Source: an optimization exercise on an open RTL-to-GDS flow (aim: small area, a short achievable clock period and few clock cycles per item). Production flows keep margins and buffers that such runs may drop. Where RTL was checked, it was by simulation tests only, not by an equivalence proof against the original.

oak:
Design butterfly_pipe_unit, start of the top module:
module butterfly_pipe_unit #(
    parameter int unsigned WIDTH         = 16,
    parameter int unsigned FRACTION_BITS = 14,
    parameter int unsigned TAG_WIDTH     = 5
) (
    input  logic                 CLK,
    input  logic                 RST,
    input  logic                 in_valid,
    output logic                 in_ready,
    input  logic [WIDTH-1:0]     in_1_real,
    input  logic [WIDTH-1:0]     in_1_imag,
    input  logic [WIDTH-1:0]     in_2_real,
    input  logic [WIDTH-1:0]     in_2_imag,
    input  logic [WIDTH-1:0]     twiddle_real,
    input  logic [WIDTH-1:0]     twiddle_imag,
    input  logic [TAG_WIDTH-1:0] in_tag,
    input  logic                 mode_inverse,
    input  logic                 scale_half,
    output logic                 out_valid,
    input  logic                 out_ready,
    output logic [WIDTH-1:0]     even_real,
    output logic [WIDTH-1:0]     even_imag,
    output logic [WIDTH-1:0]     odd_real,
    output logic [WIDTH-1:0]     odd_imag,
    output logic [TAG_WIDTH-1:0] out_tag,
    output logic                 ovf_flag,
    input  logic                 ovf_clear
);
Settings: LEC_CHECK=0, ABC_CLOCK_PERIOD_IN_PS=3000, CAP_MARGIN=20, CORE_MARGIN=2, CORE_UTILIZATION=40, SETUP_SLACK_MARGIN=5, SLEW_MARGIN=20; clock period 10.0 ns.
standard.sh (not shown) runs the stock make flow with config.mk's settings and CLKGATE_MAP_FILE= SYNTH_SCRIPT=/design/flow/synth_recipe.tcl, a recipe that flattens the netlist after the stock synthesis.
==> flow/flow/run.sh <==
#!/bin/bash
set -e
bash standard.sh SETUP_SLACK_MARGIN=${FLOW_MARGIN:-6.5} \
  "BUFFER_PORTS_ARGS=-buffer_cell sky130_fd_sc_hd__buf_2" finish > standard.log 2>&1
The final layout from oak, which completed every stage, passed the timing, DRC and antenna checks at the end of the flow.
What pine does differently from oak at the input level:
- putting ABC_AREA at 1 where nothing was set
### Flow results
- For pine, the most common library cell in the layout ignoring fill and taps was sky130_fd_sc_hd__inv_1, unlike oak, where it was sky130_fd_sc_hd__edfxtp_1.
- Compared with oak, in pine critical path depth went down 4, area of the mapped netlist went up about 0.35%, wire length went up about 18%, synthesized-area fraction occupied by ao, oa, aoi and oai cells went down 2.9 points.
No functional check of the RTL was part of any run of this note.


Another version of the RTL of butterfly_pipe_unit (not shown whole).
Size: roughly 4100 cells after synthesis, about 380 flip-flops, ~180 I/O pins, roughly 0.043 mm² of cells after synthesis.
Settings: LEC_CHECK=0, CAP_MARGIN=20, CORE_MARGIN=2, CORE_UTILIZATION=40, SLEW_MARGIN=20; clock period 10.0 ns.
run.sh (not shown) runs the stock make flow with config.mk's settings and CLKGATE_MAP_FILE= SYNTH_SCRIPT=/design/flow/synth_recipe.tcl, a recipe that flattens the netlist after the stock synthesis.
Stock flow here: none of the scripts above is used.
Rerun with:
- ABC_CLOCK_PERIOD_IN_PS: not set -> 3000
- SETUP_SLACK_MARGIN: not set -> 5
Outcome: Clock skew stays flat; area after synthesis does not change; wire length came out higher by 2.0%; worst hold slack hardly moves; design area came out higher by 2.8%; cell count came out higher by 0.99%; worst setup slack gains 0.98 ns.
Function was not checked in any run of this note: the RTL went through the layout flow alone.


butterfly_pipe_unit, a different RTL version from the one above (not shown whole).
For scale: about 180 I/O pins.
==> flow/config.mk <==
export PLATFORM = sky130hd
export DESIGN_NAME = butterfly_pipe_unit
export DESIGN_NICKNAME = butterfly_pipe_unit
export VERILOG_FILES = /design/flow/design.v
export SDC_FILE = /design/flow/constraint.sdc
export NUM_CORES = 4
export LEC_CHECK = 0
export ABC_CLOCK_PERIOD_IN_PS = 3000
export CAP_MARGIN = 20
export CORE_MARGIN = 2
export CORE_UTILIZATION = 65
export PLACE_DENSITY = 0.85
export SETUP_SLACK_MARGIN = 5
export SLEW_MARGIN = 20
==> flow/constraint.sdc <==
create_clock -name core_clock -period 10.0 [get_ports {CLK}]
set_input_delay 2.0000 -clock core_clock [delete_from_list [all_inputs] [get_ports {CLK}]]
set_output_delay 2.0000 -clock core_clock [all_outputs]
set_load 0.01 [all_outputs]
standard.sh (not shown) runs the stock make flow with config.mk's settings and CLKGATE_MAP_FILE= SYNTH_SCRIPT=/design/flow/synth_recipe.tcl, a recipe that flattens the netlist after the stock synthesis.
==> flow/flow/run.sh <==
#!/bin/bash
set -e
bash standard.sh SETUP_SLACK_MARGIN=${FLOW_MARGIN:-6.5} \
  "BUFFER_PORTS_ARGS=-buffer_cell sky130_fd_sc_hd__buf_1" finish > standard.log 2>&1
The starting point ran to the end with no violations.
Testbench counts at the start, summed over its fixed seeds: cycles 16,032, items 16,000.
Edit:
==> flow/flow/run.sh (replaced) <==
#!/bin/bash
set -e
bash standard.sh SETUP_SLACK_MARGIN=${FLOW_MARGIN:-6.3} \
  "BUFFER_PORTS_ARGS=-buffer_cell sky130_fd_sc_hd__buf_1" finish > standard.log 2>&1
CORE_UTILIZATION = 55   (was 65)
PLACE_DENSITY = 0.72   (was 0.85)
Result: Synthesized area is unchanged; wire length decreases by 6.0%; die area increases by 18%; maximum frequency decreases by 3.0%; sequential share of layout area increases by 0.74 points; cell count increases by 2.7%; worst hold slack loses 3.3 ps; cell area decreases by 2.2%; utilization decreases by 13 points; via count decreases by 5.5%.
Edit:
==> flow/flow/run.sh (replaced) <==
#!/bin/bash
set -e
bash standard.sh SETUP_SLACK_MARGIN=${FLOW_MARGIN:-6.7} \
  "BUFFER_PORTS_ARGS=-buffer_cell sky130_fd_sc_hd__buf_2" finish > standard.log 2>&1
CORE_UTILIZATION = 40   (was 55)
PLACE_DENSITY = default   (was 0.72)
Synthesized area stays the same.
Count of clock-buffer cells in the layout is higher by 6.
Cell count came out higher by 11%.
Edit:
==> flow/flow/run.sh (replaced) <==
#!/bin/bash
set -e
bash standard.sh SETUP_SLACK_MARGIN=${FLOW_MARGIN:-6.5} \
  "BUFFER_PORTS_ARGS=-buffer_cell sky130_fd_sc_hd__buf_2" finish > standard.log 2>&1
CTS_BUF_LIST = sky130_fd_sc_hd__clkbuf_8   (was default)
=> The new run went through all stages and came out clean. Wire length drops by 3.2%. Utilization drops by 2.0 points. Setup slack got worse by 21 ps. Count of clock-buffer cells in the layout climbs by 18.

-- static timing again, ports no longer ideal --
The flow's constraints put no driver on any port. The routed layouts listed below were extracted and timed again, unchanged, in two steps.
Step 1 sets driving cells, clkbuf_16 on the clock port and buf_2 on the other inputs (assumed; they add their load-dependent delay and slew).
Step 2, shift: input delay + t, output delay - t, t = (earliest + latest rising clock arrival at the registers) / 2. This alone moves slack from input paths to output paths.
a / b / c = ideal ports / drivers / drivers and shift; a / b = the first two.
run | t, ns | slack for setup (ns) | worst hold slack (ns) | worst slew at a driven data input, ns | pins driven straight from the clock port
oak | 0.730 | 6.380 / 6.380 / 6.380 | 0.418 / 0.418 / 0.418 | 0.06 | 1
pine | 0.728 | 6.454 / 6.454 / 5.971 | 0.422 / 0.422 / 0.422 | 0.09 | 1
the first run of note 2 | 0.679 | 3.960 / 3.960 / 3.960 | 0.416 / 0.416 / 0.416 | 0.09 | 1
the second run of note 2 | 0.676 | 4.942 / 4.942 / 4.942 | 0.418 / 0.418 / 0.418 | 0.09 | 1
the first run of note 3 | 0.704 | 6.458 / 6.458 / 6.133 | 0.420 / 0.420 / 0.420 | 0.07 | 1
the second run of note 3 | 0.726 | 6.347 / 6.347 / 5.844 | 0.417 / 0.417 / 0.417 | 0.08 | 1
the third run of note 3 | 0.746 | 6.525 / 6.525 / 6.111 | 0.418 / 0.418 / 0.418 | 0.06 | 1
the fourth run of note 3 | 0.877 | 6.504 / 6.472 / 5.918 | 0.420 / 0.420 / 0.420 | 0.13 | 1
After both steps setup and hold are still met in every run listed. For the fourth run of note 3, which loses most, drivers alone change the setup slack by -0.032 ns; drivers and shift together by -0.586 ns.
